What follows belongs to an exercise in optimizing a design on an open flow for small area, a short achievable clock period and few clock cycles; a production flow would make more cautious choices.
At most, simulation tests tie the RTL to the original design; equivalence was not proved.
Only the layout flow was run in runs 3 to 5; the RTL was not checked for function there.
Power and IR drop assume default switching activity.

$ cat flow/config.mk
export PLATFORM = sky130hd
export DESIGN_NAME = jpeg_huffman_decoder_core
export DESIGN_NICKNAME = jpeg_huffman_decoder_core
export VERILOG_FILES = /design/flow/design.v
export SDC_FILE = /design/flow/constraint.sdc
export NUM_CORES = 4
export LEC_CHECK = 0
export CAP_MARGIN = 30
export CORE_MARGIN = 2
export CORE_UTILIZATION = 45
export PLACE_DENSITY = 0.6
export SLEW_MARGIN = 40
$ cat flow/constraint.sdc
create_clock -name core_clock -period 7.0 [get_ports {clk}]
set_input_delay 1.4000 -clock core_clock [delete_from_list [all_inputs] [get_ports {clk}]]
set_output_delay 1.4000 -clock core_clock [all_outputs]
set_load 0.01 [all_outputs]
$ cat flow/design.v
package jhd_pkg;
  localparam int NUM_LENGTHS = 16;
  localparam int MAX_SYMBOLS = 256;
  localparam int NRING = 8;
  localparam int RLEN  = 32;
  localparam logic [1:0] OP_CLEAR = 2'd0;
  localparam logic [1:0] OP_BYTE  = 2'd1;
  localparam logic [1:0] OP_BIT   = 2'd2;
  localparam logic [2:0] ST_SYMBOL     = 3'd0;
  localparam logic [2:0] ST_TABLE_DONE = 3'd1;
  localparam logic [2:0] ST_BAD_CODE   = 3'd2;
  localparam logic [2:0] ST_OVERFLOW   = 3'd3;
  localparam logic [2:0] ST_NOT_LOADED = 3'd4;
endpackage
module jhd_front (
  input  logic        clk,
  input  logic        rst_n,
  input  logic        in_valid,
  output logic        in_stall,
  input  logic [10:0] in_data,
  output logic        h_valid,
  output logic [9:0]  h_cmd,
  input  logic        h_pop
);
  logic       hv_r, sv_r;
  logic [9:0] h_r, s_r;
  logic [9:0] cmd;
  logic       push;
  logic       h_free;
  always_comb begin
    cmd = {in_data[10:9], in_data[8:1]};
    if (in_data[10:9] == jhd_pkg::OP_BIT) cmd[7:0] = {7'd0, in_data[0]};
  end
  assign in_stall = sv_r;
  assign push     = in_valid && !sv_r && (in_data[10:9] != 2'd3);
  assign h_free   = !hv_r || h_pop;
  assign h_valid  = hv_r;
  assign h_cmd    = h_r;
  always_ff @(posedge clk) begin
    if (!rst_n) begin
      hv_r <= 1'b0;
      sv_r <= 1'b0;
    end else begin
      if (h_free) begin
        hv_r <= sv_r || push;
        sv_r <= 1'b0;
      end else if (push) begin
        sv_r <= 1'b1;
      end
    end
  end
  always_ff @(posedge clk) begin
    if (h_free) begin
      h_r <= sv_r ? s_r : cmd;
    end
    if (!h_free && push) begin
      s_r <= cmd;
    end
  end
endmodule
module jhd_back (
  input  logic        clk,
  input  logic        rst_n,
  input  logic        h_valid,
  input  logic [9:0]  h_cmd,
  output logic        h_pop,
  output logic        out_valid,
  input  logic        out_stall,
  output logic [24:0] out_data
);
  localparam int NR = jhd_pkg::NRING;
  localparam int RL = jhd_pkg::RLEN;
  logic [4:0]  p_r;                        
  logic        ready_r, failed_r, cph_r;   
  logic [7:0]  idx_r;                      
  logic [17:0] code_r;
  logic [11:0] total_r;
  logic        over_r;
  logic [3:0]  cexp_r;                     
  logic [4:0]  wexp_r;                     
  logic [4:0]  rot_r;                      
  logic [3:0]  crot_r;                     
  logic [3:0]  nx_r;                       
  logic [8:0]  x_r;                        
  logic [8:0]  offs_r;                     
  logic [3:0]  len_r;
  logic [7:0]  ccur_r;                     
  logic [7:0]  c0_r;                       
  logic          wc_r;
  logic [NR-1:0] ws_r;
  logic [7:0]    wdata_r;
  logic        av_r, bv_r, ov_r;
  logic [2:0]  ast_r, bst_r, ost_r;
  logic [8:0]  aval_r, bval_r;
  logic        asym_r, bsym_r;
  logic [4:0]  aj_r;
  logic [2:0]  aring_r, bring_r;
  logic [NR-1:0][7:0] bcand_r;
  logic [7:0]  osym_r;
  logic [4:0]  olen_r;
  logic [8:0]  obytes_r;
  logic [NR-1:0][7:0] cand;
  logic [16*8-1:0]    crg;
  logic [7:0]         cnx;
  for (genvar r = 0; r < NR; r++) begin : g_ring
    logic [RL*8-1:0] rg;
    always_ff @(posedge clk) begin
      rg <= {rg[RL*8-9:0], ws_r[r] ? wdata_r : rg[RL*8-1 -: 8]};
    end
    assign cand[r] = rg[aj_r*8 +: 8];
  end
  always_ff @(posedge clk) begin
    crg <= {crg[16*8-9:0], wc_r ? wdata_r : crg[16*8-1 -: 8]};
  end
  assign cnx = crg[nx_r*8 +: 8];
  logic [1:0]  op;
  logic [7:0]  d;
  logic        advance;
  logic        go;
  logic        fire;
  logic        is_cnt, is_sym;
  logic [17:0] sum;
  logic [17:0] limit;
  logic [11:0] total_add;
  logic        over_now;
  logic [8:0]  xb;
  logic        hit;
  logic [8:0]  xd;
  logic [7:0]  kidx;
  assign op      = h_cmd[9:8];
  assign d       = h_cmd[7:0];
  assign advance = !(ov_r && out_stall);
  always_comb begin
    is_cnt = (op == jhd_pkg::OP_BYTE) && !ready_r && !failed_r && cph_r;
    is_sym = (op == jhd_pkg::OP_BYTE) && !ready_r && !failed_r && !cph_r;
    go = 1'b1;
    if (is_cnt) go = (idx_r[3:0] == 4'd0) || (p_r[3:0] == cexp_r);
    if (is_sym) go = (idx_r == 8'd0) || (p_r == wexp_r);
  end
  assign fire  = h_valid && advance && go;
  assign h_pop = fire;
  always_comb begin
    sum       = code_r + {10'd0, d};
    limit     = 18'd2 << idx_r[3:0];
    total_add = total_r + {4'd0, d};
    over_now  = over_r || (sum > limit);
    xb        = {x_r[7:0], d[0]};
    hit       = !x_r[8] && !xb[8] && (xb[7:0] < ccur_r);
    xd        = xb - {1'b0, ccur_r};
    kidx      = offs_r[7:0] + xb[7:0];
  end
  logic        res_v;
  logic [2:0]  res_st;
  logic [8:0]  res_val;
  logic        res_sym;
  logic        dec_reset, dec_inc, cnt0;
  always_ff @(posedge clk) begin
    p_r <= rst_n ? p_r + 5'd1 : 5'd0;
  end
  always_comb begin
    res_v     = 1'b0;
    res_st    = jhd_pkg::ST_NOT_LOADED;
    res_val   = 9'd0;
    res_sym   = 1'b0;
    dec_reset = 1'b0;
    dec_inc   = 1'b0;
    cnt0      = 1'b0;
    if (fire) begin
      unique case (op)
        jhd_pkg::OP_CLEAR: dec_reset = 1'b1;
        jhd_pkg::OP_BYTE: begin
          if (is_cnt) begin
            cnt0 = (idx_r[3:0] == 4'd0);
            if (idx_r[3:0] == 4'd15) begin
              if (over_now || (total_add > 12'(jhd_pkg::MAX_SYMBOLS))) begin
                res_v   = 1'b1;
                res_st  = jhd_pkg::ST_OVERFLOW;
                res_val = 9'd16;
              end else if (total_add == 12'd0) begin
                res_v   = 1'b1;
                res_st  = jhd_pkg::ST_TABLE_DONE;
                res_val = 9'd16;
              end
            end
          end else if (is_sym) begin
            if ({1'b0, idx_r} + 9'd1 == total_r[8:0]) begin
              res_v   = 1'b1;
              res_st  = jhd_pkg::ST_TABLE_DONE;
              res_val = total_r[8:0] + 9'd16;
            end
          end
        end
        jhd_pkg::OP_BIT: begin
          res_v = 1'b1;
          if (!ready_r) begin
            res_st = jhd_pkg::ST_NOT_LOADED;
          end else if (hit) begin
            res_st    = jhd_pkg::ST_SYMBOL;
            res_val   = {5'd0, len_r} + 9'd1;
            res_sym   = 1'b1;
            dec_reset = 1'b1;
          end else if (len_r == 4'd15) begin
            res_st    = jhd_pkg::ST_BAD_CODE;
            res_val   = 9'd16;
            dec_reset = 1'b1;
          end else begin
            res_v   = 1'b0;
            dec_inc = 1'b1;
          end
        end
        default: ;
      endcase
    end
  end
  always_ff @(posedge clk) begin
    if (!rst_n) begin
      ready_r  <= 1'b0;
      failed_r <= 1'b0;
      cph_r    <= 1'b1;
      idx_r    <= 8'd0;
      code_r   <= 18'd0;
      total_r  <= 12'd0;
      over_r   <= 1'b0;
      x_r      <= 9'd0;
      offs_r   <= 9'd0;
      len_r    <= 4'd0;
      wc_r     <= 1'b0;
      ws_r     <= '0;
    end else begin
      wc_r <= fire && is_cnt;
      ws_r <= '0;
      if (fire && is_sym) ws_r[idx_r[7:5]] <= 1'b1;
      if (fire && op == jhd_pkg::OP_CLEAR) begin
        ready_r  <= 1'b0;
        failed_r <= 1'b0;
        cph_r    <= 1'b1;
        idx_r    <= 8'd0;
        code_r   <= 18'd0;
        total_r  <= 12'd0;
        over_r   <= 1'b0;
      end
      if (fire && is_cnt) begin
        code_r  <= {sum[16:0], 1'b0};
        total_r <= total_add;
        over_r  <= over_now;
        idx_r   <= {4'd0, idx_r[3:0] + 4'd1};
        if (idx_r[3:0] == 4'd15) begin
          cph_r <= 1'b0;
          if (over_now || (total_add > 12'(jhd_pkg::MAX_SYMBOLS))) failed_r <= 1'b1;
          else if (total_add == 12'd0) ready_r <= 1'b1;
        end
      end
      if (fire && is_sym) begin
        idx_r <= idx_r + 8'd1;
        if ({1'b0, idx_r} + 9'd1 == total_r[8:0]) ready_r <= 1'b1;
      end
      if (dec_reset) begin
        x_r    <= 9'd0;
        offs_r <= 9'd0;
        len_r  <= 4'd0;
      end else if (dec_inc) begin
        x_r    <= {x_r[8] | xd[8], xd[7:0]};
        offs_r <= offs_r + {1'b0, ccur_r};
        len_r  <= len_r + 4'd1;
      end
    end
  end
  always_ff @(posedge clk) begin
    wdata_r <= d;
    crot_r  <= crot_r + 4'd1;
    rot_r   <= rot_r + 5'd1;
    if (fire && is_cnt) cexp_r <= p_r[3:0] + 4'd1;
    if (fire && is_sym) wexp_r <= p_r + 5'd1;
    if (fire && is_sym && idx_r == 8'd0) rot_r <= 5'd31;
    if (cnt0) begin
      crot_r <= 4'd15;
      nx_r   <= 4'd14;
      c0_r   <= d;
      ccur_r <= d;
    end else if (dec_reset) begin
      nx_r   <= crot_r;
      ccur_r <= c0_r;
    end else if (dec_inc) begin
      ccur_r <= cnx;
    end else begin
      nx_r   <= nx_r + 4'd1;
    end
  end
  always_ff @(posedge clk) begin
    if (!rst_n) begin
      av_r <= 1'b0;
      bv_r <= 1'b0;
      ov_r <= 1'b0;
    end else if (advance) begin
      av_r <= res_v;
      bv_r <= av_r;
      ov_r <= bv_r;
    end
  end
  always_ff @(posedge clk) begin
    if (advance) begin
      ast_r    <= res_st;
      aval_r   <= res_val;
      asym_r   <= res_sym;
      aj_r     <= rot_r + 5'd1 - kidx[4:0];
      aring_r  <= kidx[7:5];
      bst_r    <= ast_r;
      bval_r   <= aval_r;
      bsym_r   <= asym_r;
      bring_r  <= aring_r;
      bcand_r  <= cand;
      ost_r    <= bst_r;
      osym_r   <= bsym_r ? bcand_r[bring_r] : 8'd0;
      olen_r   <= (bst_r == jhd_pkg::ST_SYMBOL || bst_r == jhd_pkg::ST_BAD_CODE) ? bval_r[4:0] : 5'd0;
      obytes_r <= (bst_r == jhd_pkg::ST_TABLE_DONE || bst_r == jhd_pkg::ST_OVERFLOW) ? bval_r : 9'd0;
    end else begin
      aj_r     <= aj_r + 5'd1;
    end
  end
  assign out_valid = ov_r;
  assign out_data  = {ost_r, osym_r, olen_r, obytes_r};
endmodule
module jpeg_huffman_decoder_core (
  input  logic          clk,
  input  logic          rst_n,
  input  logic          in_valid,
  output logic          in_stall,
  input  logic [10:0]   in_data,
  output logic          out_valid,
  input  logic          out_stall,
  output logic [24:0]   out_data
);
  logic       h_valid;
  logic [9:0] h_cmd;
  logic       h_pop;
  jhd_front u_front (
    .clk      (clk),
    .rst_n    (rst_n),
    .in_valid (in_valid),
    .in_stall (in_stall),
    .in_data  (in_data),
    .h_valid  (h_valid),
    .h_cmd    (h_cmd),
    .h_pop    (h_pop)
  );
  jhd_back u_back (
    .clk       (clk),
    .rst_n     (rst_n),
    .h_valid   (h_valid),
    .h_cmd     (h_cmd),
    .h_pop     (h_pop),
    .out_valid (out_valid),
    .out_stall (out_stall),
    .out_data  (out_data)
  );
endmodule
$ cat flow/run.sh
#!/bin/bash
# synth_recipe.tcl (not shown) runs the flow's synth.tcl, then flattens the netlist and writes it again
# the make line also repeats each setting of config.mk as NAME=value (left out here)
make -C /OpenROAD-flow-scripts/flow DESIGN_CONFIG=/design/flow/config.mk WORK_HOME=/design/flow/orfs CLKGATE_MAP_FILE= SYNTH_SCRIPT=/design/flow/synth_recipe.tcl finish
==> results of run 1 <==
[metrics by stage]
stage          hold WS (ns)  cells  util, %  setup WS, ns
2_1_floorplan        0.3259   4267        -         1.465
3_3_place_gp         0.3274   6307    47.01         2.375
3_5_place_dp         0.3309   6310    47.08         2.435
4_1_cts              0.3292   6743    51.85         2.516
5_1_grt              0.3343   6743    51.85         2.212
6_report             0.3304   6743    51.85         2.508
[worst paths after layout]
path | from | to | slack, ns
worst max-delay path | u_front.h_r[2] | u_back.ready_r | 2.51
worst min-delay path | u_back.g_ring[3].rg[187] | u_back.g_ring[3].rg[195] | 0.33
worst max register to register | u_front.h_r[2] | u_back.ready_r | 2.51
worst min register to register | u_back.g_ring[3].rg[187] | u_back.g_ring[3].rg[195] | 0.33
[synthesized netlist by cell type, types with 14 or more instances]
cell and number:
a21oi_1 72, a22o_1 20, and2_1 32, and3_1 14
buf_1 22, buf_2 61, clkbuf_1 118, dfxtp_1 2283
edfxtp_1 166, ha_1 77, inv_1 42, mux2_2 147
mux2i_1 17, mux4_2 696, nand2_1 81, nand3_1 40
nor2_1 71, nor2b_1 19, nor3_1 18, o21ai_0 45
xnor2_1 54, xor2_1 28
[power groups by stage]
| stage | registers [mW] | logic (mW) | clock network [mW] |
|---|---|---|---|
| after floorplan | 14.6 | 2.41 | 0 |
| after global placement | 14.9 | 2.97 | 0 |
| after detailed placement | 14.9 | 2.98 | 0 |
| after CTS | 14.6 | 2.97 | 12.8 |
| after global routing | 14.6 | 3.10 | 13.4 |
| final | 14.6 | 2.87 | 12.5 |
[worst register-to-register path: cells and delay by family (launching register included)]
family	cells	cell delay, ns
AND/OR/NAND/NOR	7	2.04
AO/OA/AOI/OAI	7	0.99
adder cells (fa/ha/maj)	2	0.63
flip-flops	1	0.53
XOR/XNOR	1	0.23
[state kept, by name, summed over array words and instances (netlist names), 8 cells and up]
name and flops:
u_back.aval_r 9, u_back.bcand_r 64, u_back.bval_r 9, u_back.c0_r 8, u_back.ccur_r 8, u_back.code_r 17
u_back.crg 128, u_back.g_ring.rg 2048, u_back.idx_r 8, u_back.obytes_r 9, u_back.offs_r 8, u_back.osym_r 8
u_back.total_r 12, u_back.wdata_r 8, u_back.ws_r 8, u_back.x_r 9, u_front.h_r 10, u_front.s_r 10
[metal layers]
layer / wire length [um] / vias up
met5: 0 / -
met4: 3010 / 0
met3: 5080 / 211
met2: 59910 / 547
met1: 64650 / 17790
li1: - / 16060
[cell type report]
| type | count | share of cell area [%] |
|---|---|---|
| tap | 2175 | 3.217 |
| clock inverter | 95 | 1.100 |
| clock buffer | 338 | 8.111 |
| multi-input combinational | 1570 | 26.42 |
| timing repair buffer | 74 | 1.015 |
| inverter | 42 | 0.1864 |
| sequential | 2449 | 59.95 |
[logic make-up after synthesis]
group | count (synthesis) | share of synthesized area [%]
buf+inv | 248 | 1.402
simple gates | 340 | 2.361
fa+ha+maj | 83 | 1.463
compound gates | 205 | 1.717
flops | 2449 | 68.45
xor+xnor | 82 | 0.9699
mux | 860 | 23.63
==> flow_summary_export.csv, run 1 <==
group,metric,value,unit
logic_synthesis,yosysSeqAreaShare,68.45,%
layout,layout_commonest_cell,"dfxtp_1",
sta,slew_headroom,40.23,%
pwr,p_int,22.79,mW
clocking,path_clk_slew,0.06,ns
clocking,clockRootBuffer,"clkbuf_16",
grt,grt_use_met2,24.92,%
worst_setup_path,crit_chain,"ha_1 -> a21o_1 -> a21oi_1 -> nor2b_1 -> nor4_1 -> nor4b_1 -> nand4_1 -> xnor2_1 -> ha_1 -> and3_1 -> o21ai_0 -> a21oi_1 -> a211oi_1 -> o211ai_1 -> or2_2 -> or3_1 -> a21oi_1",
pwr,leakage,31.98,nW
layout,layout_common_cells,"dfxtp_1, mux4_2, clkbuf_16",
layout,final_area,84590,um^2
grt,grt_antenna_before_repair,4,
worst_setup_path,cp-start-kind,"flip-flop",
worst_setup_path,crit_buf_inv,0,
logic_synthesis,ys_ff_latch,2449,
clocking,numClockSinks,2449,
worst_setup_path,worstRegToRegCells,17,
worst_setup_path,worst_ep_required_time,7.75,ns
layout,multi_input_area,22350,um^2
grt,use_met3,3.007,%
worst_setup_path,cp.arrival,5.24,ns
routing,dr.pass1.iters,5,
logic_synthesis,syn-cell-area,74050,um^2
layout,area_growth,14.24,%
sta,finalSetupTns,0,ns
routing,drtAntennaViolNets,0,
sta,rsz0062_at_grt,"no",
sta,worstMarginPinSlew,0.8966,ns
worst_setup_path,crit_slowest_cell,"nor4b_1",
sta,max_freq,222.6,MHz
floorplan,die_h,409.7,um
routing,via_per_inst,5.132,
grt,gr-total-overflow,0,
worst_setup_path,cp-end-kind,"flip-flop",
pwr,p_sw,7.181,mW
logic_synthesis,synth.area.top_cells,"dfxtp_1, mux4_2, edfxtp_1, mux2_2, ha_1",
layout,drive_gt1_share,28.37,%
clocking,htree_levels,4,
floorplan,fp-row-count,148,
clocking,clock_latency,0.83,ns
min_path,hold_depth,0,
layout,finalNetCount,4464,
worst_setup_path,crit_family,"simple AND/OR/NAND/NOR gates",
pwr,sw_frac_of_total,23.96,%
floorplan,start_util,45.39,%
worst_setup_path,critPathKind,"flip-flop to flip-flop",
pwr,clock_power_share,41.7,%
clocking,numCtsBuffers,229,
worst_setup_path,critPathMaxFanout,6,
sta,finalMaxSlewViolations,0,
floorplan,core,163100,um^2
logic_synthesis,yosysTopAreaCell,"dfxtp_1",
grt,top_usage_layer,"met2",
grt,grt_pass1_vias,37330,
floorplan,die_x,409.7,um
min_path,hold_class,"flip-flop to flip-flop",
grt,grt_pass1_wl,213600,um
clocking,clockBufferDepth,3,
placed_design,numPortBuffers,41,
routing,drc,0,
placed_design,placed_area,76800,um^2
layout,seqCellArea,50720,um^2
grt,grt_util_all_layers,16.13,%
worst_setup_path,crit_top_cell,"a21oi_1",
pwr,powerDensity,354.3,nW/um^2
routing,drt-initial-drc-count,1690,
worst_setup_path,slowest_delay,0.76,ns
logic_synthesis,ys.flop_type,"dfxtp_1",
logic_synthesis,ys.warnings.count,2,
logic_synthesis,syn-num-nets,4365,
grt,met1_usage,23.19,%
pwr,report.power.total,29.97,mW
sta,fin_skew,0.02173,ns
layout,nFillCells,13030,
sta,period_needed,4.492,ns
sta,hold_viol,0,
layout,diodes,0,
placed_design,dp_hpwl,76420,um
logic_synthesis,synth.distinct_cells,65,
floorplan,die-area,167800,um^2
sta,period_share,64.17,%
routing,wirelength,132600,um
placed_design,place_congestion,0.7997,
logic_synthesis,synth_edf_count,166,
logic_synthesis,synthArstFlopShare,0,%
logic_synthesis,avgSynthCellArea,17.35,um^2
pwr,vdd_drop_max,0.3971,mV
worst_setup_path,path_depth,17,
grt,grt_max_degree,121,
pwr,seqPwrFrac,48.7,%
routing,vias,34610,
clocking,cts_tree,"built",
logic_synthesis,yosysTopAreaCellShare,61.72,%
clocking,postCtsHoldBufs,0,
logic_synthesis,synthCells,4267,
routing,wl_per_cell,19.67,um
clocking,post-cts-setup-buffer-count,0,
pwr,combinationalPowerShare,9.6,%
status,status,"timing/DRC/antenna clean",
sta,setup_viol,0,
floorplan,io_pins,42,
job,maxCapViolCount,0,
clocking,post_cts_resize_count,0,
Testbench counts, summed over its fixed seeds: cycles 47,721.
==> inputs of run 2 (changes only) <==
--- a/flow/design.v
+++ b/flow/design.v
@@ -75,4 +75,4 @@
   logic [7:0]  idx_r;                      
-  logic [17:0] code_r;
-  logic [11:0] total_r;
+  logic [9:0]  room_r;                     
+  logic [9:0]  total_r;                    
   logic        over_r;
@@ -91,9 +91,8 @@
   logic [7:0]    wdata_r;
-  logic        av_r, bv_r, ov_r;
-  logic [2:0]  ast_r, bst_r, ost_r;
-  logic [8:0]  aval_r, bval_r;
-  logic        asym_r, bsym_r;
+  logic        av_r, ov_r;
+  logic [2:0]  ast_r, ost_r;
+  logic [8:0]  aval_r;
+  logic        asym_r;
   logic [4:0]  aj_r;
-  logic [2:0]  aring_r, bring_r;
-  logic [NR-1:0][7:0] bcand_r;
+  logic [2:0]  aring_r;
   logic [7:0]  osym_r;
@@ -102,4 +101,18 @@
   logic [NR-1:0][7:0] cand;
+  logic [NR-1:0]      ring_oh;
+  logic [7:0]         sym;
   logic [16*8-1:0]    crg;
   logic [7:0]         cnx;
+  logic [RL-1:0] aj_oh;
+  logic [15:0]   nx_oh;
+  always_comb begin
+    aj_oh = '0;
+    aj_oh[aj_r] = 1'b1;
+    nx_oh = '0;
+    nx_oh[nx_r] = 1'b1;
+    ring_oh = '0;
+    ring_oh[aring_r] = 1'b1;
+    sym = '0;
+    for (int r = 0; r < NR; r++) sym = sym | (cand[r] & {8{ring_oh[r]}});
+  end
   for (genvar r = 0; r < NR; r++) begin : g_ring
@@ -109,3 +122,9 @@
     end
-    assign cand[r] = rg[aj_r*8 +: 8];
+    for (genvar b = 0; b < 8; b++) begin : g_bit
+      logic [RL-1:0] col;
+      for (genvar j = 0; j < RL; j++) begin : g_e
+        assign col[j] = rg[j*8+b];
+      end
+      assign cand[r][b] = |(col & aj_oh);
+    end
   end
@@ -114,3 +133,9 @@
   end
-  assign cnx = crg[nx_r*8 +: 8];
+  for (genvar b = 0; b < 8; b++) begin : g_cbit
+    logic [15:0] col;
+    for (genvar j = 0; j < 16; j++) begin : g_e
+      assign col[j] = crg[j*8+b];
+    end
+    assign cnx[b] = |(col & nx_oh);
+  end
   logic [1:0]  op;
@@ -121,5 +146,4 @@
   logic        is_cnt, is_sym;
-  logic [17:0] sum;
-  logic [17:0] limit;
-  logic [11:0] total_add;
+  logic [8:0]  rem;
+  logic [9:0]  total_add;
   logic        over_now;
@@ -142,6 +166,6 @@
   always_comb begin
-    sum       = code_r + {10'd0, d};
-    limit     = 18'd2 << idx_r[3:0];
-    total_add = total_r + {4'd0, d};
-    over_now  = over_r || (sum > limit);
+    rem       = room_r[8:0] - {1'b0, d};
+    total_add = {1'b0, total_r[8:0]} + {2'd0, d};
+    total_add[9] = total_r[9] || (total_add > 10'(jhd_pkg::MAX_SYMBOLS));
+    over_now  = over_r || (!room_r[9] && ({1'b0, d} > room_r[8:0]));
     xb        = {x_r[7:0], d[0]};
@@ -174,3 +198,3 @@
             if (idx_r[3:0] == 4'd15) begin
-              if (over_now || (total_add > 12'(jhd_pkg::MAX_SYMBOLS))) begin
+              if (over_now || total_add[9]) begin
                 res_v   = 1'b1;
@@ -178,3 +202,3 @@
                 res_val = 9'd16;
-              end else if (total_add == 12'd0) begin
+              end else if (total_add == 10'd0) begin
                 res_v   = 1'b1;
@@ -220,4 +244,4 @@
       idx_r    <= 8'd0;
-      code_r   <= 18'd0;
-      total_r  <= 12'd0;
+      room_r   <= 10'd2;
+      total_r  <= 10'd0;
       over_r   <= 1'b0;
@@ -237,4 +261,4 @@
         idx_r    <= 8'd0;
-        code_r   <= 18'd0;
-        total_r  <= 12'd0;
+        room_r   <= 10'd2;
+        total_r  <= 10'd0;
         over_r   <= 1'b0;
@@ -242,3 +266,3 @@
       if (fire && is_cnt) begin
-        code_r  <= {sum[16:0], 1'b0};
+        if (!room_r[9]) room_r <= {rem, 1'b0};
         total_r <= total_add;
@@ -248,4 +272,4 @@
           cph_r <= 1'b0;
-          if (over_now || (total_add > 12'(jhd_pkg::MAX_SYMBOLS))) failed_r <= 1'b1;
-          else if (total_add == 12'd0) ready_r <= 1'b1;
+          if (over_now || total_add[9]) failed_r <= 1'b1;
+          else if (total_add == 10'd0) ready_r <= 1'b1;
         end
@@ -291,3 +315,2 @@
       av_r <= 1'b0;
-      bv_r <= 1'b0;
       ov_r <= 1'b0;
@@ -295,4 +318,3 @@
       av_r <= res_v;
-      bv_r <= av_r;
-      ov_r <= bv_r;
+      ov_r <= av_r;
     end
@@ -306,11 +328,6 @@
       aring_r  <= kidx[7:5];
-      bst_r    <= ast_r;
-      bval_r   <= aval_r;
-      bsym_r   <= asym_r;
-      bring_r  <= aring_r;
-      bcand_r  <= cand;
-      ost_r    <= bst_r;
-      osym_r   <= bsym_r ? bcand_r[bring_r] : 8'd0;
-      olen_r   <= (bst_r == jhd_pkg::ST_SYMBOL || bst_r == jhd_pkg::ST_BAD_CODE) ? bval_r[4:0] : 5'd0;
-      obytes_r <= (bst_r == jhd_pkg::ST_TABLE_DONE || bst_r == jhd_pkg::ST_OVERFLOW) ? bval_r : 9'd0;
+      ost_r    <= ast_r;
+      osym_r   <= asym_r ? sym : 8'd0;
+      olen_r   <= (ast_r == jhd_pkg::ST_SYMBOL || ast_r == jhd_pkg::ST_BAD_CODE) ? aval_r[4:0] : 5'd0;
+      obytes_r <= (ast_r == jhd_pkg::ST_TABLE_DONE || ast_r == jhd_pkg::ST_OVERFLOW) ? aval_r : 9'd0;
     end else begin
--- a/flow/config.mk
+++ b/flow/config.mk
@@ -11,2 +11,3 @@
 export PLACE_DENSITY = 0.6
+export SETUP_SLACK_MARGIN = 3.8
 export SLEW_MARGIN = 40
==> flow_summary_export.csv, run 2 <==
group,metric,value,unit
status,status,"timing/DRC/antenna clean",
clocking,htree_levels,4,
worst_setup_path,critPathKind,"flip-flop to flip-flop",
routing,drtAntennaViolNets,0,
sta,period_needed,3.921,ns
floorplan,die-area,155000,um^2
sta,max_freq,255.0,MHz
routing,via_per_inst,6.197,
floorplan,start_util,45.45,%
logic_synthesis,yosysSeqAreaShare,70.38,%
pwr,clock_power_share,36.0,%
logic_synthesis,ys_ff_latch,2359,
min_path,hold_class,"flip-flop to flip-flop",
logic_synthesis,synth.distinct_cells,92,
layout,largest_register_ffs,2048,
grt,grt_max_degree,49,
floorplan,die_h,393.7,um
pwr,powerDensity,408.7,nW/um^2
layout,nFillCells,12410,
min_path,hold_depth,0,
worst_setup_path,cp-end-kind,"flip-flop",
worst_setup_path,cp-start-kind,"flip-flop",
clocking,numClockSinks,2359,
layout,area_growth,22.18,%
min_path,hp-start,"u_back.g_ring[5].rg[151]",
min_path,min_to,"u_back.g_ring[5].rg[159]",
logic_synthesis,yosysMostFrequentCell,"dfxtp_1",
worst_setup_path,crit_top_cell,"a21oi_1",
worst_setup_path,rrSetupSlack,3.08,ns
clocking,clock_latency,0.86,ns
grt,grt_pass1_wl,348900,um
routing,drt-initial-drc-count,6862,
worst_setup_path,worst_ep_required_time,7.58,ns
placed_design,place_congestion,0.8805,
clocking,numCtsBuffers,216,
worst_setup_path,r2r_end,"u_back.osym_r[6]",
floorplan,fp-row-count,142,
sta,period_share,56.02,%
pwr,combinationalPowerShare,23.5,%
sta,worstMarginPinSlew,0.9964,ns
logic_synthesis,synthArstFlopShare,0,%
pwr,p_sw,11.19,mW
layout,layout_commonest_cell,"dfxtp_1",
routing,wl_per_cell,31.62,um
worst_setup_path,crit_slowest_cell,"or4_1",
routing,wirelength,251600,um
grt,grt_antenna_before_repair,19,
layout,layout_common_cells,"dfxtp_1, a22oi_1, nand2_1",
sta,fin_skew,0.05871,ns
layout,top_regs,"u_back.g_ring.rg: 2048 flops, u_back.crg: 128 flops",
clocking,clockBufferDepth,3,
pwr,leakage,31.32,nW
logic_synthesis,ys.flop_type,"dfxtp_1",
worst_setup_path,slowest_delay,0.69,ns
routing,drc,0,
logic_synthesis,synth_common_cells,"dfxtp_1, a22oi_1, nand2_1",
logic_synthesis,synthCells,5421,
sta,finalSetupTns,0,ns
clocking,cts_tree,"built",
pwr,p_int,22.92,mW
logic_synthesis,ys.warnings.count,2,
worst_setup_path,crit_buf_inv,1,
worst_setup_path,cp.arrival,4.50,ns
worst_setup_path,crit_chain,"or4_1 -> nand2_1 -> buf_4 -> a21oi_1 -> a21oi_1 -> nand3_1 -> a222oi_1 -> o2111ai_1 -> o31ai_2 -> a41oi_1",
worst_setup_path,worstRegToRegCells,10,
grt,grt_util_all_layers,31.01,%
grt,grt_pass1_vias,47970,
sta,setup_viol,0,
pwr,vdd_drop_max,0.3627,mV
clocking,postCtsHoldBufs,0,
logic_synthesis,avgSynthCellArea,12.60,um^2
grt,gr-total-overflow,0,
placed_design,dp_hpwl,137800,um
worst_setup_path,crit_family,"compound AO/OA/AOI/OAI gates",
logic_synthesis,synth.area.top_cells,"dfxtp_1, a22oi_1, edfxtp_1, nand2_1, a222oi_1",
layout,largest-register,"u_back.g_ring.rg",
worst_setup_path,critPathMaxFanout,17,
routing,vias,49310,
floorplan,die_x,393.7,um
logic_synthesis,synth_edf_count,86,
pwr,report.power.total,34.12,mW
layout,finalNetCount,5839,
sta,finalMaxSlewViolations,0,
sta,rsz0062_at_grt,"yes",
clocking,path_clk_slew,0.07,ns
logic_synthesis,yosysTopAreaCellShare,66.60,%
layout,drive_gt1_share,17.77,%
floorplan,io_pins,42,
routing,dr.pass1.iters,10,
pwr,sw_frac_of_total,32.81,%
worst_setup_path,worstReg2RegStart,"u_back.aj_r[4]",
logic_synthesis,syn-num-nets,5511,
logic_synthesis,yosysTopAreaCell,"dfxtp_1",
placed_design,numPortBuffers,41,
worst_setup_path,path_depth,10,
clocking,clockRootBuffer,"clkbuf_16",
logic_synthesis,syn-cell-area,68320,um^2
floorplan,core,150300,um^2
pwr,seqPwrFrac,40.5,%
sta,hold_viol,0,
job,maxCapViolCount,0,
sta,slew_headroom,33.21,%
run 2: changes by cell type after synthesis, sizes merged, moves of 80 or more:
cell    previous run  this run
a21oi             72       187
a221oi             0       104
a222oi             0       123
a22o              20       105
a22oi              2       480
edfxtp           166        86
mux4             696         0
nand2             81       378
run 2: worst max path at each step:
stage                        start                to  slack (ns)
floorplan           u_back.aj_r[0]  u_back.osym_r[5]        3.66
global placement         out_stall  u_back.ccur_r[2]        1.73
detailed placement       out_stall  u_back.ccur_r[5]        1.79
CTS                 u_back.aj_r[1]  u_back.osym_r[5]        3.10
global route        u_back.aj_r[0]  u_back.osym_r[6]        3.05
finish              u_back.aj_r[4]  u_back.osym_r[6]        3.08
run 2: logic make-up after synthesis:
kind of cell | after synthesis | synth area share [%]
adders and majority gates | 75 | 1.439
AOI/OAI and AO/OA | 1470 | 16.24
xor gates and xnor gates | 77 | 0.9871
muxes | 132 | 2.097
and+or+nand+nor | 933 | 6.633
buffers and inverters | 375 | 2.220
DFF | 2359 | 70.38
run 2: layout make-up:
cell class,count,area (um^2),share of cell area (%)
multi-input combinational,2694,20410,24.45
tap,2016,2522,3.022
inverter,66,274.0,0.3283
timing repair inverter,2,15.01,0.01799
antenna,5,12.51,0.01499
clock inverter,82,1089,1.304
timing repair buffer,410,4631,5.547
sequential,2359,48130,57.65
clock buffer,324,6394,7.659
run 2: timing repair:
action                                  in CTS  in global routing
resized for setup                          247                122
cloned                                      19                  7
pin swaps                                   66                 70
endpoints found under the setup margin     111                 65
buffers inserted                           156                 61
run 2: power groups by stage:
stage | clock, mW | combinational, mW | sequential, mW
6_report | 12.3 | 8.03 | 13.8
5_1_grt | 12.9 | 7.83 | 13.8
4_1_cts | 12.3 | 7.01 | 13.8
3_5_place_dp | 0 | 5.44 | 14.1
3_3_place_gp | 0 | 5.35 | 14.1
2_1_floorplan | 0 | 2.52 | 14.0
run 2: metal layers:
metal,wire [um],up-vias,global-route usage (%)
li1,-,20810,-
met1,98490,24380,40.72
met2,108600,3337,46.76
met3,29230,766,8.052
met4,15200,14,16.77
met5,95,-,0
run 2: per-stage QoR:
stage          utilization [%]  hold slack [ns]  instances  setup slack, ns  cell area (um^2)
2_1_floorplan                -           0.3231       5421            3.664             68700
3_3_place_gp             47.73           0.3268       7299            1.730             71750
3_5_place_dp             47.84           0.3294       7303            1.785             71910
4_1_cts                  54.73           0.2921       7884            3.099             82270
5_1_grt                  55.53           0.2952       7954            3.052             83470
6_report                 55.54           0.2958       7958            3.079             83480
Testbench counts of run 2, summed over its fixed seeds: cycles 47,713.
==> inputs of run 3 (changes only) <==
--- a/flow/design.v
+++ b/flow/design.v
@@ -21,3 +21,3 @@
   output logic        h_valid,
-  output logic [9:0]  h_cmd,
+  output logic [10:0] h_cmd,
   input  logic        h_pop
@@ -25,4 +25,4 @@
   logic       hv_r, sv_r;
-  logic [9:0] h_r, s_r;
-  logic [9:0] cmd;
+  logic [10:0] h_r, s_r;
+  logic [10:0] cmd;
   logic       push;
@@ -30,4 +30,6 @@
   always_comb begin
-    cmd = {in_data[10:9], in_data[8:1]};
-    if (in_data[10:9] == jhd_pkg::OP_BIT) cmd[7:0] = {7'd0, in_data[0]};
+    cmd[10]  = (in_data[10:9] == jhd_pkg::OP_BIT);
+    cmd[9]   = (in_data[10:9] == jhd_pkg::OP_BYTE);
+    cmd[8]   = (in_data[10:9] == jhd_pkg::OP_CLEAR);
+    cmd[7:0] = cmd[10] ? {7'd0, in_data[0]} : in_data[8:1];
   end
@@ -55,3 +57,3 @@
     end
-    if (!h_free && push) begin
+    if (!sv_r) begin
       s_r <= cmd;
@@ -64,3 +66,3 @@
   input  logic        h_valid,
-  input  logic [9:0]  h_cmd,
+  input  logic [10:0] h_cmd,
   output logic        h_pop,
@@ -72,4 +74,3 @@
   localparam int RL = jhd_pkg::RLEN;
-  logic [4:0]  p_r;                        
-  logic        ready_r, failed_r, cph_r;   
+  logic        lcnt_r, lsym_r, ready_r;    
   logic [7:0]  idx_r;                      
@@ -78,7 +79,5 @@
   logic        over_r;
-  logic [3:0]  cexp_r;                     
-  logic [4:0]  wexp_r;                     
   logic [4:0]  rot_r;                      
   logic [3:0]  crot_r;                     
-  logic [3:0]  nx_r;                       
+  logic [3:0]  nx;                         
   logic [8:0]  x_r;                        
@@ -95,4 +94,4 @@
   logic        asym_r;
-  logic [4:0]  aj_r;
-  logic [2:0]  aring_r;
+  logic [RL-1:0] aj_r;                     
+  logic [NR-1:0] aring_r;                  
   logic [7:0]  osym_r;
@@ -101,3 +100,2 @@
   logic [NR-1:0][7:0] cand;
-  logic [NR-1:0]      ring_oh;
   logic [7:0]         sym;
@@ -105,13 +103,18 @@
   logic [7:0]         cnx;
+  logic [7:0]    kidx;                     
   logic [RL-1:0] aj_oh;
+  logic [NR-1:0] ring_oh;
+  logic [4:0]    aj;
   logic [15:0]   nx_oh;
+  assign nx = crot_r - len_r - 4'd3;
   always_comb begin
+    aj = rot_r - 5'd1 - kidx[4:0];
     aj_oh = '0;
-    aj_oh[aj_r] = 1'b1;
-    nx_oh = '0;
-    nx_oh[nx_r] = 1'b1;
+    aj_oh[aj] = 1'b1;
     ring_oh = '0;
-    ring_oh[aring_r] = 1'b1;
+    ring_oh[kidx[7:5]] = 1'b1;
+    nx_oh = '0;
+    nx_oh[nx] = 1'b1;
     sym = '0;
-    for (int r = 0; r < NR; r++) sym = sym | (cand[r] & {8{ring_oh[r]}});
+    for (int r = 0; r < NR; r++) sym = sym | (cand[r] & {8{aring_r[r]}});
   end
@@ -127,3 +130,3 @@
       end
-      assign cand[r][b] = |(col & aj_oh);
+      assign cand[r][b] = |(col & aj_r);
     end
@@ -140,3 +143,3 @@
   end
-  logic [1:0]  op;
+  logic        k_clear, k_byte, k_bit;
   logic [7:0]  d;
@@ -152,4 +155,5 @@
   logic [8:0]  xd;
-  logic [7:0]  kidx;
-  assign op      = h_cmd[9:8];
+  assign k_bit   = h_cmd[10];
+  assign k_byte  = h_cmd[9];
+  assign k_clear = h_cmd[8];
   assign d       = h_cmd[7:0];
@@ -157,7 +161,7 @@
   always_comb begin
-    is_cnt = (op == jhd_pkg::OP_BYTE) && !ready_r && !failed_r && cph_r;
-    is_sym = (op == jhd_pkg::OP_BYTE) && !ready_r && !failed_r && !cph_r;
+    is_cnt = k_byte && lcnt_r;
+    is_sym = k_byte && lsym_r;
     go = 1'b1;
-    if (is_cnt) go = (idx_r[3:0] == 4'd0) || (p_r[3:0] == cexp_r);
-    if (is_sym) go = (idx_r == 8'd0) || (p_r == wexp_r);
+    if (is_cnt) go = (idx_r[3:0] == 4'd0) || (crot_r == idx_r[3:0]);
+    if (is_sym) go = (idx_r == 8'd0) || (rot_r == idx_r[4:0]);
   end
@@ -180,5 +184,2 @@
   logic        dec_reset, dec_inc, cnt0;
-  always_ff @(posedge clk) begin
-    p_r <= rst_n ? p_r + 5'd1 : 5'd0;
-  end
   always_comb begin
@@ -192,5 +193,4 @@
     if (fire) begin
-      unique case (op)
-        jhd_pkg::OP_CLEAR: dec_reset = 1'b1;
-        jhd_pkg::OP_BYTE: begin
+      if (k_clear) dec_reset = 1'b1;
+      if (k_byte) begin
           if (is_cnt) begin
@@ -215,4 +215,4 @@
           end
-        end
-        jhd_pkg::OP_BIT: begin
+      end
+      if (k_bit) begin
           res_v = 1'b1;
@@ -233,5 +233,3 @@
           end
-        end
-        default: ;
-      endcase
+      end
     end
@@ -240,5 +238,5 @@
     if (!rst_n) begin
+      lcnt_r   <= 1'b1;
+      lsym_r   <= 1'b0;
       ready_r  <= 1'b0;
-      failed_r <= 1'b0;
-      cph_r    <= 1'b1;
       idx_r    <= 8'd0;
@@ -256,6 +254,6 @@
       if (fire && is_sym) ws_r[idx_r[7:5]] <= 1'b1;
-      if (fire && op == jhd_pkg::OP_CLEAR) begin
+      if (fire && k_clear) begin
+        lcnt_r   <= 1'b1;
+        lsym_r   <= 1'b0;
         ready_r  <= 1'b0;
-        failed_r <= 1'b0;
-        cph_r    <= 1'b1;
         idx_r    <= 8'd0;
@@ -271,5 +269,7 @@
         if (idx_r[3:0] == 4'd15) begin
-          cph_r <= 1'b0;
-          if (over_now || total_add[9]) failed_r <= 1'b1;
-          else if (total_add == 10'd0) ready_r <= 1'b1;
+          lcnt_r <= 1'b0;
+          if (!over_now && !total_add[9]) begin
+            if (total_add == 10'd0) ready_r <= 1'b1;
+            else                    lsym_r  <= 1'b1;
+          end
         end
@@ -278,3 +278,6 @@
         idx_r <= idx_r + 8'd1;
-        if ({1'b0, idx_r} + 9'd1 == total_r[8:0]) ready_r <= 1'b1;
+        if ({1'b0, idx_r} + 9'd1 == total_r[8:0]) begin
+          lsym_r  <= 1'b0;
+          ready_r <= 1'b1;
+        end
       end
@@ -295,8 +298,5 @@
     rot_r   <= rot_r + 5'd1;
-    if (fire && is_cnt) cexp_r <= p_r[3:0] + 4'd1;
-    if (fire && is_sym) wexp_r <= p_r + 5'd1;
-    if (fire && is_sym && idx_r == 8'd0) rot_r <= 5'd31;
+    if (fire && is_sym && idx_r == 8'd0) rot_r <= 5'd1;
     if (cnt0) begin
-      crot_r <= 4'd15;
-      nx_r   <= 4'd14;
+      crot_r <= 4'd1;
       c0_r   <= d;
@@ -304,3 +304,2 @@
     end else if (dec_reset) begin
-      nx_r   <= crot_r;
       ccur_r <= c0_r;
@@ -308,4 +307,2 @@
       ccur_r <= cnx;
-    end else begin
-      nx_r   <= nx_r + 4'd1;
     end
@@ -326,4 +323,4 @@
       asym_r   <= res_sym;
-      aj_r     <= rot_r + 5'd1 - kidx[4:0];
-      aring_r  <= kidx[7:5];
+      aj_r     <= aj_oh;
+      aring_r  <= ring_oh;
       ost_r    <= ast_r;
@@ -333,3 +330,3 @@
     end else begin
-      aj_r     <= aj_r + 5'd1;
+      aj_r     <= {aj_r[RL-2:0], aj_r[RL-1]};
     end
@@ -350,3 +347,3 @@
   logic       h_valid;
-  logic [9:0] h_cmd;
+  logic [10:0] h_cmd;
   logic       h_pop;
--- a/flow/config.mk
+++ b/flow/config.mk
@@ -10,2 +10,4 @@
 export CORE_UTILIZATION = 45
+export CTS_CLUSTER_DIAMETER = 70
+export CTS_CLUSTER_SIZE = 24
 export PLACE_DENSITY = 0.6
==> flow_summary_export.csv, run 3 <==
group,metric,value,unit
routing,drt-initial-drc-count,4144,
job,maxCapViolCount,0,
routing,wl_met3,13130,um
floorplan,die-area,150900,um^2
logic_synthesis,synth.distinct_cells,87,
sta,worstMarginPinSlew,0.9260,ns
pwr,leakage,27.69,nW
floorplan,core,147300,um^2
routing,top_layer,"met5",
min_path,hold_class,"flip-flop to flip-flop",
floorplan,start_util,45.15,%
clocking,path_clk_slew,0.09,ns
clocking,numClockSinks,2375,
sta,slew_headroom,37.79,%
logic_synthesis,synthCells,5031,
grt,grt_pass1_vias,42220,
worst_setup_path,cp-end-kind,"flip-flop",
routing,wl_per_cell,28.33,um
layout,layout_common_cells,"dfxtp_1, a22oi_1, nand3_1",
layout,largest-register,"u_back.g_ring.rg",
logic_synthesis,ys.warnings.count,2,
worst_setup_path,worst_ep_required_time,7.53,ns
worst_setup_path,rrSetupSlack,3.59,ns
grt,grt_pass1_wl,287800,um
layout,drive_gt1_share,11.41,%
floorplan,die_x,388.4,um
clocking,numCtsBuffers,118,
clocking,clockRootBuffer,"clkbuf_16",
clocking,htree_levels,3,
sta,max_freq,293.4,MHz
layout,layout_commonest_cell,"dfxtp_1",
sta,setup_ws,3.592,ns
clocking,clockBufferDepth,3,
routing,wirelength,199000,um
floorplan,fp-row-count,141,
pwr,powerDensity,316.4,nW/um^2
placed_design,numPortBuffers,41,
logic_synthesis,yosysSeqAreaShare,72.59,%
routing,dr.pass1.iters,6,
sta,fin_skew,0.04324,ns
routing,wl_met1,87350,um
floorplan,die_h,388.4,um
clocking,cts_tree,"built",
logic_synthesis,yosysMostFrequentCell,"dfxtp_1",
clocking,postCtsHoldBufs,0,
routing,drtAntennaViolNets,0,
status,status,"timing/DRC/antenna clean",
logic_synthesis,syn-num-nets,5117,
grt,gr-total-overflow,0,
routing,dr_wl_met2,91760,um
sta,finalSetupTns,0,ns
sta,period_needed,3.408,ns
worst_setup_path,critPathKind,"flip-flop to flip-flop",
placed_design,place_congestion,0.8458,
placed_design,dp_hpwl,113900,um
sta,finalMaxSlewViolations,0,
grt,grt_util_all_layers,25.55,%
pwr,vdd_drop_max,0.2204,mV
logic_synthesis,ys.flop_type,"dfxtp_1",
logic_synthesis,synthArstFlopShare,0,%
sta,period_share,48.69,%
sta,rsz0062_at_grt,"yes",
layout,area_growth,11.33,%
worst_setup_path,cp.arrival,3.94,ns
layout,nFillCells,12540,
layout,top_regs,"u_back.g_ring.rg: 2048 flops, u_back.crg: 128 flops, u_back.aj_r: 32 flops",
grt,grt_max_degree,54,
sta,hold_viol,0,
logic_synthesis,synth_common_cells,"dfxtp_1, a22oi_1, clkbuf_1",
grt,grt_antenna_before_repair,3,
logic_synthesis,avgSynthCellArea,13.22,um^2
worst_setup_path,critPathMaxFanout,5,
logic_synthesis,synth_edf_count,73,
sta,setup_viol,0,
routing,drc,0,
layout,largest_register_ffs,2048,
placed_design,pre_cts_ws,2.402,ns
routing,via_per_inst,6.012,
logic_synthesis,syn-cell-area,66510,um^2
floorplan,io_pins,42,
routing,vias,42240,
logic_synthesis,synth.area.top_cells,"dfxtp_1, a22oi_1, edfxtp_1, a22o_1, a221oi_1",
logic_synthesis,ys_ff_latch,2375,
layout,finalNetCount,5138,
logic_synthesis,yosysTopAreaCellShare,69.29,%
clocking,clock_latency,0.79,ns
worst_setup_path,cp-start-kind,"flip-flop",
logic_synthesis,yosysTopAreaCell,"dfxtp_1",
==> run 3: cell types whose count changed after synthesis, moves of 51 or more <==
cell	delta
a222oi_1	-119
nand2_1	-247
nand3_1	+70
buf_2	-68
nand4_1	+84
a21oi_1	-122
o41ai_1	+73
o22ai_1	-54
nor2_1	-51
a22oi_1	+301
==> run 3: cells by family after synthesis <==
group	synth area share [%]
AO/OA/AOI/OAI	16.01
XOR/XNOR	1.042
adder cells (fa/ha/maj)	1.415
buffers and inverters	1.955
flip-flops	72.59
multiplexers	1.347
AND/OR/NAND/NOR	5.646
==> run 3: final timing paths <==
| kind | from | end | cells after the start |
|---|---|---|---|
| max | u_back.crot_r[1] | u_back.ccur_r[4] | 15 |
| min | u_back.g_ring[5].rg[158] | u_back.g_ring[5].rg[166] | 0 |
| max reg2reg | u_back.crot_r[1] | u_back.ccur_r[4] | 15 |
| min reg2reg | u_back.g_ring[5].rg[158] | u_back.g_ring[5].rg[166] | 0 |
==> run 3: area by class of cell <==
| cell class | count | area (um^2) | share of cell area, % |
|---|---|---|---|
| clock buffers | 134 | 3055 | 4.126 |
| inverters | 56 | 239.0 | 0.3227 |
| well taps | 1930 | 2415 | 3.261 |
| repair buffers | 183 | 1604 | 2.166 |
| diodes | 1 | 2.502 | 0.003380 |
| clock inverters | 28 | 421.7 | 0.5694 |
| flip-flops and latches | 2375 | 48430 | 65.40 |
| multi-input cells | 2318 | 17880 | 24.15 |
==> run 3: what timing repair did <==
item	4_1_cts	5_1_grt
gates cloned	3	1
gates resized for setup	129	85
setup endpoints to repair	134	100
pin swaps	61	61
setup buffers	46	20
==> run 3: routing by layer <==
metal	vias to the layer above	track usage, %
met5	-	0
li1	18770	-
met4	2	8.624
met1	21400	35.29
met2	1679	41.47
met3	385	3.266
==> run 3: report_power, final <==
part / total, mW / internal (mW) / switching (mW)
clock network: 7.63 / 3.27 / 4.36
logic: 1.90 / 0.760 / 1.14
registers: 13.9 / 13.7 / 0.237
total: 23.4 / 17.7 / 5.74
==> run 3: per-stage QoR <==
stage | hold slack, ns | utilization, % | area, um^2 | total power, mW | cells
after global placement | 0.3328 | 46.86 | 69030 | 15.50 | 6787
after floorplan | 0.3231 | - | 66670 | 14.98 | 5031
after global routing | 0.3434 | 50.26 | 74040 | 24.11 | 7024
after CTS | 0.3427 | 49.89 | 73500 | 23.42 | 7003
after detailed placement | 0.3361 | 46.94 | 69150 | 15.53 | 6792
final | 0.3260 | 50.27 | 74050 | 23.43 | 7025
==> run 3: worst max-delay path: stages (launching register included) <==
cell and delay [ns]:
dfxtp_2 0.34, inv_2 0.04, ha_4 0.26, inv_4 0.03
ha_4 0.14, inv_2 0.05, fa_2 0.48, buf_12 0.18
xnor2_4 0.24, buf_4 0.16, buf_6 0.10, nor3_2 0.09
a221o_1 0.37, a2111o_1 0.35, o41ai_2 0.22, a21oi_1 0.11
==> inputs of run 4 (changes only) <==
--- a/flow/config.mk
+++ b/flow/config.mk
@@ -13,3 +13,3 @@
 export PLACE_DENSITY = 0.6
-export SETUP_SLACK_MARGIN = 3.8
+export SETUP_SLACK_MARGIN = 4.3
 export SLEW_MARGIN = 40
==> flow_summary_export.csv, run 4 <==
group,metric,value,unit
pwr,report.power.total,23.67,mW
layout,top_regs,"u_back.g_ring.rg: 2048 flops, u_back.crg: 128 flops, u_back.aj_r: 32 flops",
logic_synthesis,synthXorXnorAreaFrac,1.042,%
job,maxCapViolCount,0,
layout,largest_register_ffs,2048,
logic_synthesis,yosysSeqAreaShare,72.59,%
logic_synthesis,yosysTopAreaCellShare,69.29,%
placed_design,pre_cts_ws,2.420,ns
logic_synthesis,synthMuxAreaShare,1.347,%
logic_synthesis,ys_ff_latch,2375,
clocking,numCtsBuffers,117,
placed_design,numPortBuffers,41,
layout,finalNetCount,5225,
grt,grt_pass1_wl,300400,um
routing,vias,43300,
status,status,"timing/DRC/antenna clean",
worst_setup_path,critPathMaxFanout,5,
logic_synthesis,synthCells,5031,
min_path,hold_class,"flip-flop to flip-flop",
logic_synthesis,synth_compound_area_share,16.01,%
sta,hold_viol,0,
floorplan,die_h,388.4,um
pwr,powerDensity,310.6,nW/um^2
clocking,clockRootBuffer,"clkbuf_16",
sta,hold_slack,0.3316,ns
sta,worstMarginPinSlew,0.9230,ns
logic_synthesis,synthArstFlopShare,0,%
layout,layout_common_cells,"dfxtp_1, a22oi_1, nand3_1",
routing,drtAntennaViolNets,0,
logic_synthesis,ys.flop_type,"dfxtp_1",
worst_setup_path,cp-start-kind,"flip-flop",
layout,drive_gt1_share,15.18,%
worst_setup_path,cp.arrival,3.91,ns
worst_setup_path,worst_ep_required_time,7.53,ns
pwr,sw_frac_of_total,24.96,%
routing,dr.pass1.iters,6,
sta,fin_skew,0.03278,ns
pwr,p_int,17.76,mW
logic_synthesis,synth_common_cells,"dfxtp_1, a22oi_1, clkbuf_1",
layout,largest-register,"u_back.g_ring.rg",
pwr,vdd_drop_max,0.2283,mV
logic_synthesis,synth.area.top_cells,"dfxtp_1, a22oi_1, edfxtp_1, a22o_1, a221oi_1",
worst_setup_path,crit_top_cell,"inv_2",
worst_setup_path,slowest_delay,0.53,ns
floorplan,core,147300,um^2
worst_setup_path,crit_buf_inv,4,
sta,finalSetupTns,0,ns
pwr,clock_power_share,32.2,%
sta,period_needed,3.377,ns
worst_setup_path,cp-end-kind,"flip-flop",
pwr,p_sw,5.907,mW
floorplan,fp-row-count,141,
clocking,htree_levels,3,
sta,rsz0062_at_grt,"yes",
grt,grt_pass1_vias,43150,
logic_synthesis,yosysMostFrequentCell,"dfxtp_1",
layout,diodes,0,
logic_synthesis,synth_edf_count,73,
logic_synthesis,yosysTopAreaCell,"dfxtp_1",
clocking,numClockSinks,2375,
pwr,combinationalPowerShare,9.3,%
pwr,seqPwrFrac,58.5,%
logic_synthesis,synthSimpleGateAreaFrac,5.646,%
layout,layout_commonest_cell,"dfxtp_1",
layout,area_growth,14.57,%
clocking,cts_tree,"built",
logic_synthesis,avgSynthCellArea,13.22,um^2
sta,finalMaxSlewViolations,0,
floorplan,die_x,388.4,um
sta,max_freq,296.1,MHz
sta,setup_ws,3.623,ns
clocking,clockBufferDepth,3,
pwr,leakage,28.79,nW
sta,period_share,48.25,%
logic_synthesis,synth.distinct_cells,87,
worst_setup_path,critPathKind,"flip-flop to flip-flop",
floorplan,start_util,45.15,%
floorplan,io_pins,42,
routing,drc,0,
routing,via_per_inst,6.087,
grt,grt_util_all_layers,27.08,%
sta,slew_headroom,38.39,%
logic_synthesis,yosys.area_share.adder,1.415,%
worst_setup_path,crit_family,"compound AO/OA/AOI/OAI gates",
logic_synthesis,syn-cell-area,66510,um^2
grt,grt_antenna_before_repair,7,
sta,setup_viol,0,
clocking,path_clk_slew,0.09,ns
routing,drt-initial-drc-count,4877,
routing,wirelength,212400,um
placed_design,place_congestion,0.8611,
grt,grt_max_degree,42,
grt,gr-total-overflow,0,
routing,wl_per_cell,29.86,um
logic_synthesis,synth_top_family_by_area,"compound AO/OA/AOI/OAI gates",
logic_synthesis,ys.warnings.count,2,
logic_synthesis,syn-num-nets,5117,
floorplan,die-area,150900,um^2
worst_setup_path,crit_chain,"inv_2 -> ha_2 -> ha_4 -> inv_2 -> fa_2 -> buf_12 -> xor2_4 -> buf_4 -> a32o_1 -> a211oi_2 -> a2bb2oi_1 -> nand4_1 -> o41ai_2 -> a21oi_1",
clocking,clock_latency,0.80,ns
placed_design,dp_hpwl,113200,um
worst_setup_path,crit_slowest_cell,"fa_2",
## run 4: cell counts after synthesis
No cell type changed its count.
## run 4: cell families after synthesis
logic type / after synthesis
fa+ha+maj: 71
xor+xnor: 75
simple gates: 709
flops: 2375
compound gates: 1380
buf+inv: 341
mux: 80
## run 4: metal layers
layer,vias to the layer above,global-route usage (%),routed length (um)
li1,18930,-,-
met1,21900,36.73,90330
met2,2027,42.91,96110
met3,448,4.396,16750
met4,0,11.61,9218
met5,-,0,0
## run 4: through the flow
stage,utilization [%],cell area [um^2],cells
3_3_place_gp,46.92,69130,6773
3_5_place_dp,47.09,69360,6787
2_1_floorplan,-,66930,5031
4_1_cts,50.97,75080,7068
5_1_grt,51.73,76200,7113
6_report,51.73,76200,7113
## run 4: cell type report
| cell class | count | area (um^2) |
|---|---|---|
| multi-input combinational | 2321 | 18740 |
| clock inverter | 27 | 374.1 |
| clock buffer | 136 | 3070 |
| tap | 1930 | 2415 |
| sequential | 2375 | 48420 |
| fill | 12290 | 71110 |
| timing repair inverter | 1 | 16.27 |
| timing repair buffer | 267 | 2919 |
| inverter | 56 | 245.2 |
## run 4: worst paths after layout
check,from,endpoint,slack [ns],depth (start not counted)
min,u_back.g_ring[4].rg[166],u_back.g_ring[4].rg[174],0.33,0
max reg2reg,u_back.len_r[0],u_back.ccur_r[1],3.62,14
min reg2reg,u_back.g_ring[4].rg[166],u_back.g_ring[4].rg[174],0.33,0
max,u_back.len_r[0],u_back.ccur_r[1],3.62,14
## run 4: timing repair
action	CTS	global route
resized for setup	373	141
hold buffers	0	0
cloned	7	5
pin swaps	83	75
setup buffers	111	40
endpoints found under the setup margin	198	165
## run 4: power by group through the flow
| stage | sequential, mW | clock [mW] | combinational (mW) |
|---|---|---|---|
| after CTS | 13.9 | 7.69 | 2.01 |
| after floorplan | 14.0 | 0 | 0.999 |
| after detailed placement | 14.2 | 0 | 1.37 |
| after global placement | 14.3 | 0 | 1.32 |
| final | 13.9 | 7.62 | 2.19 |
| after global routing | 13.9 | 8.17 | 2.26 |
==> inputs of run 5 (changes only) <==
--- a/flow/design.v
+++ b/flow/design.v
@@ -81,3 +81,3 @@
   logic [3:0]  crot_r;                     
-  logic [3:0]  nx;                         
+  logic [3:0]  nx_r;                       
   logic [8:0]  x_r;                        
@@ -103,16 +103,6 @@
   logic [7:0]         cnx;
-  logic [7:0]    kidx;                     
-  logic [RL-1:0] aj_oh;
-  logic [NR-1:0] ring_oh;
-  logic [4:0]    aj;
   logic [15:0]   nx_oh;
-  assign nx = crot_r - len_r - 4'd3;
   always_comb begin
-    aj = rot_r - 5'd1 - kidx[4:0];
-    aj_oh = '0;
-    aj_oh[aj] = 1'b1;
-    ring_oh = '0;
-    ring_oh[kidx[7:5]] = 1'b1;
     nx_oh = '0;
-    nx_oh[nx] = 1'b1;
+    nx_oh[nx_r] = 1'b1;
     sym = '0;
@@ -152,5 +142,12 @@
   logic        over_now;
-  logic [8:0]  xb;
+  logic        b;
+  logic [9:0]  sub0, sub1;
   logic        hit;
   logic [8:0]  xd;
+  logic [7:0]  s0, s1;
+  logic [4:0]  q;
+  logic [RL-1:0] q_oh, aj_oh;
+  logic [NR-1:0] r0_oh, r1_oh, ring_oh;
+  logic [9:0]  tleft;
+  logic        big_now;
   assign k_bit   = h_cmd[10];
@@ -171,9 +168,22 @@
     rem       = room_r[8:0] - {1'b0, d};
-    total_add = {1'b0, total_r[8:0]} + {2'd0, d};
-    total_add[9] = total_r[9] || (total_add > 10'(jhd_pkg::MAX_SYMBOLS));
     over_now  = over_r || (!room_r[9] && ({1'b0, d} > room_r[8:0]));
-    xb        = {x_r[7:0], d[0]};
-    hit       = !x_r[8] && !xb[8] && (xb[7:0] < ccur_r);
-    xd        = xb - {1'b0, ccur_r};
-    kidx      = offs_r[7:0] + xb[7:0];
+    tleft     = 10'(jhd_pkg::MAX_SYMBOLS) - {1'b0, total_r[8:0]};
+    big_now   = total_r[9] || ({2'd0, d} > tleft);
+    total_add = {big_now, total_r[8:0] + {1'b0, d}};
+    b         = d[0];
+    sub0      = {1'b0, x_r[7:0], 1'b0} - {2'd0, ccur_r};
+    sub1      = {1'b0, x_r[7:0], 1'b1} - {2'd0, ccur_r};
+    hit       = !x_r[8] && (b ? sub1[9] : sub0[9]);
+    xd        = b ? sub1[8:0] : sub0[8:0];
+    s0        = offs_r[7:0] + {x_r[6:0], 1'b0};
+    s1        = s0 + 8'd1;
+    q         = rot_r - 5'd1 - s0[4:0];
+    q_oh      = '0;
+    q_oh[q]   = 1'b1;
+    aj_oh     = b ? {q_oh[0], q_oh[RL-1:1]} : q_oh;
+    r0_oh     = '0;
+    r0_oh[s0[7:5]] = 1'b1;
+    r1_oh     = '0;
+    r1_oh[s1[7:5]] = 1'b1;
+    ring_oh   = b ? r1_oh : r0_oh;
   end
@@ -202,3 +212,3 @@
                 res_val = 9'd16;
-              end else if (total_add == 10'd0) begin
+              end else if (total_r == 10'd0 && d == 8'd0) begin
                 res_v   = 1'b1;
@@ -271,3 +281,3 @@
           if (!over_now && !total_add[9]) begin
-            if (total_add == 10'd0) ready_r <= 1'b1;
+            if (total_r == 10'd0 && d == 8'd0) ready_r <= 1'b1;
             else                    lsym_r  <= 1'b1;
@@ -301,2 +311,3 @@
       crot_r <= 4'd1;
+      nx_r   <= 4'd14;
       c0_r   <= d;
@@ -304,2 +315,3 @@
     end else if (dec_reset) begin
+      nx_r   <= crot_r - 4'd2;
       ccur_r <= c0_r;
@@ -307,2 +319,4 @@
       ccur_r <= cnx;
+    end else begin
+      nx_r   <= nx_r + 4'd1;
     end
--- a/flow/config.mk
+++ b/flow/config.mk
@@ -13,3 +13,3 @@
 export PLACE_DENSITY = 0.6
-export SETUP_SLACK_MARGIN = 4.3
+export SETUP_SLACK_MARGIN = 4.0
 export SLEW_MARGIN = 40
==> flow_summary_export.csv, run 5 <==
group,metric,value,unit
floorplan,die_h,391.6,um
layout,top_regs,"u_back.g_ring.rg: 2048 flops, u_back.crg: 128 flops, u_back.aj_r: 32 flops",
placed_design,place_congestion,0.8179,
grt,gr-total-overflow,0,
logic_synthesis,ys.flop_type,"dfxtp_1",
logic_synthesis,synth_edf_count,73,
pwr,report.power.total,22.83,mW
layout,final_area,75390,um^2
placed_design,placed_area,70290,um^2
layout,layout_commonest_cell,"dfxtp_1",
worst_setup_path,cp-end-kind,"flip-flop",
worst_setup_path,crit_buf_inv,2,
routing,drt-initial-drc-count,4382,
grt,grt_pass1_wl,293500,um
logic_synthesis,yosysTopAreaCellShare,68.29,%
routing,wl_per_cell,28.36,um
grt,grt_max_degree,55,
worst_setup_path,crit_top_cell,"inv_2",
clocking,clock_latency,0.79,ns
pwr,leakage,28.16,nW
sta,worstMarginPinSlew,0.9067,ns
layout,largest_register_ffs,2048,
routing,drc,0,
pwr,powerDensity,302.8,nW/um^2
placed_design,pre_cts_ws,2.627,ns
sta,rsz0062_at_grt,"yes",
logic_synthesis,ys.warnings.count,2,
floorplan,fp-row-count,142,
layout,largest-register,"u_back.g_ring.rg",
worst_setup_path,critPathKind,"flip-flop to flip-flop",
layout,drive_gt1_share,10.86,%
job,maxCapViolCount,0,
floorplan,die_x,391.6,um
sta,fin_skew,0.04282,ns
layout,area_growth,11.53,%
placed_design,numPortBuffers,41,
worst_setup_path,cp-start-kind,"flip-flop",
logic_synthesis,syn-cell-area,67600,um^2
grt,grt_antenna_before_repair,5,
worst_setup_path,worst_ep_required_time,7.52,ns
pwr,vdd_drop_max,0.2228,mV
worst_setup_path,worstRegToRegCells,12,
min_path,hold_class,"flip-flop to flip-flop",
logic_synthesis,yosysMostFrequentCell,"dfxtp_1",
logic_synthesis,yosysTopAreaCell,"dfxtp_1",
sta,period_needed,3.212,ns
sta,setup_ws,3.788,ns
routing,via_per_inst,6.008,
sta,setup_viol,0,
sta,period_share,45.89,%
clocking,clockBufferDepth,3,
routing,dr.pass1.iters,6,
sta,hold_viol,0,
clocking,htree_levels,3,
routing,drtAntennaViolNets,0,
sta,max_freq,311.3,MHz
worst_setup_path,slowest_delay,0.55,ns
grt,grt_pass1_vias,42960,
worst_setup_path,worstReg2RegStart,"u_back.x_r[1]",
floorplan,core,149400,um^2
logic_synthesis,synthArstFlopShare,0,%
sta,finalSetupTns,0,ns
sta,slew_headroom,38.77,%
placed_design,dp_hpwl,115500,um
status,status,"timing/DRC/antenna clean",
grt,grt_util_all_layers,25.88,%
logic_synthesis,avgSynthCellArea,13.12,um^2
logic_synthesis,syn-num-nets,5249,
floorplan,start_util,45.24,%
clocking,path_clk_slew,0.09,ns
clocking,numClockSinks,2379,
logic_synthesis,synthCells,5154,
floorplan,io_pins,42,
layout,seqCellArea,48530,um^2
worst_setup_path,crit_slowest_cell,"or4_4",
clocking,numCtsBuffers,118,
layout,layout_common_cells,"dfxtp_1, a22oi_1, nand3_1",
layout,multi_input_area,18660,um^2
worst_setup_path,critPathMaxFanout,6,
worst_setup_path,crit_end,"u_back.aring_r[6]",
worst_setup_path,cp.arrival,3.73,ns
logic_synthesis,ys_ff_latch,2379,
clocking,clockRootBuffer,"clkbuf_16",
logic_synthesis,synth_common_cells,"dfxtp_1, a22oi_1, clkbuf_1",
layout,finalNetCount,5251,
logic_synthesis,synth.distinct_cells,94,
worst_setup_path,rrSetupSlack,3.79,ns
clocking,cts_tree,"built",
routing,vias,43370,
logic_synthesis,yosysSeqAreaShare,71.54,%
min_path,hp-start,"u_back.g_ring[1].rg[201]",
worst_setup_path,r2r_end,"u_back.aring_r[6]",
worst_setup_path,crit_chain,"ha_1 -> a21o_1 -> a21oi_4 -> o21a_1 -> o311ai_4 -> ha_4 -> inv_2 -> or4_4 -> a31oi_4 -> xor2_4 -> inv_2 -> o211a_1",
sta,finalMaxSlewViolations,0,
layout,nFillCells,12850,
worst_setup_path,path_depth,12,
worst_setup_path,crit_path_start,"u_back.x_r[1]",
logic_synthesis,synth.area.top_cells,"dfxtp_1, a22oi_1, edfxtp_1, a22o_1, a221oi_1",
routing,wirelength,204700,um
worst_setup_path,crit_family,"compound AO/OA/AOI/OAI gates",
floorplan,die-area,153300,um^2
-- run 5: changes by cell type in the layout (fill, tap and decap cells not counted), moves of 18 or more --
cell	delta
a22o_1	+20
and3_1	-19
buf_12	-21
buf_2	-23
buf_4	-18
buf_6	-29
dlygate4sd2_1	+23
mux2i_1	+26
nor2_1	+44
o41ai_1	+22
o41ai_2	-24
-- run 5: what timing repair did --
| action | in CTS | in global routing |
|---|---|---|
| resized for setup | 167 | 69 |
| buffers inserted | 38 | 18 |
| endpoints found under the setup margin | 141 | 102 |
| hold buffers | 0 | 0 |
| gates cloned | 3 | 1 |
| pin swaps | 41 | 27 |
-- run 5: worst min path at each step --
stage / endpoint / slack, ns / depth (start not counted)
final: u_back.g_ring[1].rg[209] / 0.31 / 0
after global routing: u_back.g_ring[5].rg[246] / 0.32 / 0
after CTS: u_back.g_ring[1].rg[209] / 0.31 / 0
after detailed placement: u_back.g_ring[6].rg[80] / 0.34 / 0
after global placement: u_back.g_ring[5].rg[178] / 0.33 / 0
after floorplan: u_back.crg[37] / 0.32 / 0
-- run 5: stage by stage --
step                cells  hold slack [ns]  util [%]
CTS                  7198           0.3116     50.08
global placement     6980           0.3330     46.90
detailed placement   6991           0.3359     47.04
floorplan            5154           0.3230         -
global route         7218           0.3240     50.45
finish               7219           0.3126     50.45
-- run 5: metal layers --
| metal | wire [um] | up-vias | share of wire (%) | track usage (%) |
|---|---|---|---|---|
| li1 | - | 19200 | - | - |
| met1 | 90030 | 22060 | 44 | 36.24 |
| met2 | 93880 | 1759 | 46 | 41.53 |
| met3 | 14290 | 350 | 7.0 | 3.574 |
| met4 | 6520 | 0 | 3.2 | 7.926 |
| met5 | 0 | - | 0 | 0 |
-- run 5: worst reg2reg max path, cell delays in order, from the launching register on --
cell      delay [ns]
dfxtp_1         0.35
ha_1            0.29
a21o_1          0.16
a21oi_4         0.09
o21a_1          0.22
o311ai_4        0.40
ha_4            0.22
inv_2           0.06
or4_4           0.55
a31oi_4         0.21
xor2_4          0.22
inv_2           0.08
o211a_1         0.13
-- run 5: cells by family after synthesis --
kind of cell             Yosys count  share of synthesized area [%]
multiplexers                     103                          1.681
XOR/XNOR                          88                          1.174
AND/OR/NAND/NOR                  698                          5.416
AO/OA/AOI/OAI                   1437                          16.47
flip-flops                      2379                          71.54
buffers and inverters            369                          2.164
adder cells (fa/ha/maj)           80                          1.559
-- run 5: layout make-up --
type | count | area share (%)
sequential | 2379 | 64.37
multi-input combinational | 2409 | 24.75
clock buffer | 143 | 4.206
tap | 2016 | 3.346
timing repair buffer | 185 | 2.431
clock inverter | 23 | 0.5693
inverter | 62 | 0.3236
timing repair inverter | 1 | 0.006639
antenna | 1 | 0.003319
-- run 5: power breakdown --
part           internal [mW]  leakage [nW]  total (mW)  switching (mW)
logic                  0.400          6.98        1.18           0.775
clock network           3.37          1.74        7.79            4.41
registers               13.7          19.4        13.9           0.177
total                   17.5          28.2        22.8            5.37
